From an optimization exercise on the open Yosys and OpenROAD flow, aimed at small area, a short achievable clock period and few clock cycles per item; shortcuts taken in it are not production practice. In this exercise RTL edits were held to simulation tests only and were not proved equivalent to the original. Power and IR drop assume default switching activity.

P:
Design aes_key_sched_iter, start of the top module:
module aes_key_sched_iter #(
  parameter logic [2:0] MODES_EN = 3'b111,
  parameter int         IDX_W    = 6
) (
  input  logic             clk,
  input  logic             rst_n,
  input  logic             start,
  input  logic [1:0]       mode,
  input  logic [255:0]     key_in,
  output logic             busy,
  output logic             word_valid,
  input  logic             word_ready,
  output logic [31:0]      word_out,
  output logic [IDX_W-1:0] word_idx,
  output logic             done,
  output logic             err
);
Settings: LEC_CHECK=0, ABC_AREA=1, CAP_MARGIN=20, CORE_MARGIN=2, CORE_UTILIZATION=40, SETUP_SLACK_MARGIN=2.0, SLEW_MARGIN=20; clock period 6.0 ns.
run.sh (not shown) runs the stock make flow with config.mk's settings and CLKGATE_MAP_FILE= SYNTH_SCRIPT=/design/flow/synth_recipe.tcl, a recipe that flattens the netlist after the stock synthesis.
Testbench counts of P, summed over its fixed seeds: cycles 27,072, words 26,552.
Input-level comparison between Q and P:
--- a/flow/config.mk
+++ b/flow/config.mk
@@ -12 +11,0 @@
-export SETUP_SLACK_MARGIN = 2.0
Results
- Delta(worst setup margin, Q - P) < 0
- Summary: with P as the reference, detailed-routing wirelength on met1 in Q moved down by a few percent.
- From P to Q, number of enable-type register cells in the synthesized netlist did not move at all.
- Comparing P against Q, there is no change at all in number of logic inverters in the finished layout.
- P and Q ended up with roughly the same proportion of total power due to net switching.
- Re maximum frequency: Q is about 9% down on P.
- For P, the start point of the critical path was start, unlike Q, where it was nk_q[1].
- On peak ir drop on the vdd network, Q and P are neck and neck.


== job 8410 ==
Another version of the RTL of aes_key_sched_iter (not shown whole).
Size: roughly 1700 cells after synthesis, about 17000 um2 of cells after synthesis.
export LEC_CHECK = 0
export CAP_MARGIN = 20
export CORE_MARGIN = 2
export CORE_UTILIZATION = 55
export CTS_CLUSTER_DIAMETER = 100
export CTS_CLUSTER_SIZE = 28
export SETUP_SLACK_MARGIN = 3.45
export SLEW_MARGIN = 20
create_clock -name core_clock -period 6.0 [get_ports {clk}]
standard.sh (not shown) runs the stock make flow with config.mk's settings and CLKGATE_MAP_FILE= SYNTH_SCRIPT=/design/flow/synth_recipe.tcl, a recipe that flattens the netlist after the stock synthesis.
==> flow/flow/run.sh <==
#!/bin/bash
# Standard layout with two changes:
#  - the combinational logic is mapped with an area-oriented ABC script
#    (flow/abc_map.script) instead of ORFS's speed script; the resizer's
#    timing repair later sizes what needs it. Registers are mapped by the
#    standard dfflibmap step before ABC runs, so they are unchanged.
#  - the port buffers that global placement inserts are
#    sky130_fd_sc_hd__buf_1; later repair steps may still resize them.
set -euo pipefail
cd "$(dirname "$0")/.."
rm -rf scripts_copy
cp -r "$FLOW_HOME/scripts" scripts_copy
cp flow/abc_map.script scripts_copy/abc_speed.script
export SCRIPTS_DIR="$PWD/scripts_copy"
export BUFFER_PORTS_ARGS="-buffer_cell sky130_fd_sc_hd__buf_1"
bash standard.sh > standard.log 2>&1
==> flow/flow/abc_map.script <==
strash
&get -n
&st
&dch
&nf
&put
topo
stime -c
No stage failed in job 8410, and the final checks on the layout all came back clean.
Testbench counts of job 8410, summed over its fixed seeds: cycles 27,072, words 26,552.
What job 8422 does differently from job 8410 at the input level:
Settings: changing SETUP_SLACK_MARGIN from 3.45 to 3.6; setting TNS_END_PERCENT to 10 for the first time.
## What came out
- Diff job 8422..job 8410 | total vias in the final route | negligible
- Comparing job 8422 against job 8410, there is no change at all in count of cells along the worst hold path.
- Of job 8422 and job 8410, it is job 8422 that has the lower normalized max-slew margin.
- Job 8422 — number of buffers and inverters on the critical path 1 lower, job 8410 as reference


Setup of run A:
Another version of the RTL of aes_key_sched_iter (not shown whole).
For scale: ~2200 cells after synthesis, about 300 I/O pins, roughly 0.020 mm2 of cells after synthesis.
// aes_key_sched_iter
module aes_key_sched_iter #(
  parameter logic [2:0] MODES_EN = 3'b111,
  parameter int         IDX_W    = 6
) (
  input  logic             clk,
  input  logic             rst_n,
  input  logic             start,
  input  logic [1:0]       mode,
  input  logic [255:0]     key_in,
  output logic             busy,
  output logic             word_valid,
  input  logic             word_ready,
  output logic [31:0]      word_out,
  output logic [IDX_W-1:0] word_idx,
  output logic             done,
  output logic             err
);
==> flow/config.mk <==
export PLATFORM = sky130hd
export DESIGN_NAME = aes_key_sched_iter
export DESIGN_NICKNAME = aes_key_sched_iter
export VERILOG_FILES = /design/flow/design.v
export SDC_FILE = /design/flow/constraint.sdc
export NUM_CORES = 4
export LEC_CHECK = 0
export CAP_MARGIN = 20
export CORE_MARGIN = 2
export CORE_UTILIZATION = 55
export CTS_CLUSTER_DIAMETER = 100
export CTS_CLUSTER_SIZE = 24
export SETUP_SLACK_MARGIN = 2.9
export SLEW_MARGIN = 20
==> flow/constraint.sdc <==
create_clock -name core_clock -period 6.0 [get_ports {clk}]
set_input_delay 1.2000 -clock core_clock [delete_from_list [all_inputs] [get_ports {clk}]]
set_output_delay 1.2000 -clock core_clock [all_outputs]
set_load 0.01 [all_outputs]
==> flow/flow/run.sh <==
#!/bin/bash
# Standard layout, but the port buffers that global placement inserts are
# sky130_fd_sc_hd__buf_1 instead of the resizer's default pick; later repair
# steps may still resize them.
set -euo pipefail
cd "$(dirname "$0")/.."
export BUFFER_PORTS_ARGS="-buffer_cell sky130_fd_sc_hd__buf_1"
bash standard.sh > standard.log 2>&1
Testbench counts of run A, summed over its fixed seeds: cycles 27,072, words 26,552.
#### Input delta (run B over run A)
- an added ABC_CLOCK_PERIOD_IN_PS of 2500
- a change of SETUP_SLACK_MARGIN from 2.9 to 3.2
==> comparison <==
- Between run B and run A, it is run B whose fraction of met3 tracks used by global routing is higher, by 0.17 points.
- | total chip power | lower: run A |
- Run A has a higher worst hold slack than run B.
- Compared with run A, run B shows a higher utilization.
- Run comparison: run B critical path launch point xa_q[3]; run A critical path launch point yb_q[7]
- Diff run A -> run B | combinational gate power | up by more than 10%
- On total net switching power: run B sits above run A.
- For the global-route usage, run B came in 0.52 points higher than run A did.
- The cell total after placement was comparable across run A and run B.
- Of run B and run A, it is run B that has the lower worst stage delay on the critical path.
[inputs] run C vs run B
- ABC_CLOCK_PERIOD_IN_PS removed (was 2500)
--- outcome ---
Changes observed in run C relative to run B: setup slack essentially unchanged; non-clock buffer count essentially unchanged; detailed route wirelength on metal3 essentially unchanged.

==> afterwards: timing with drivers on the ports <==
How much do the figures lean on ideal ports? The routed layouts below were timed once more, with nothing changed but the port constraints.
Step 1, drivers: a clkbuf_16 drives clk and a buf_2 each remaining input, both assumed.
Step 2, shift: input delay + t, output delay - t, t = (earliest + latest rising clock arrival at the registers) / 2. This alone moves slack from input paths to output paths.
Slacks: no drivers / after step 1 / after step 2; pairs: no drivers / after step 1.
run	shift t [ns]	setup WS [ns]	clock arrival spread, ns	worst data-port slew with drivers (ns)
P	0.625	2.274 / 2.280 / 1.684	0.023 / 0.024	0.14
Q	0.625	1.921 / 1.921 / 1.682	0.027 / 0.027	0.14
job 8410	0.578	3.504 / 3.482 / 3.015	0.014 / 0.014	0.08
job 8422	0.570	3.508 / 3.463 / 3.193	0.016 / 0.016	0.11
run A	0.579	3.057 / 3.057 / 2.671	0.029 / 0.029	0.09
run B	0.579	3.176 / 3.176 / 2.885	0.014 / 0.014	0.11
run C	0.579	3.176 / 3.176 / 2.885	0.014 / 0.014	0.11
After both steps every run listed still meets setup and hold. For P, which loses most, drivers alone change the setup slack by +0.006 ns; drivers and shift together by -0.590 ns.
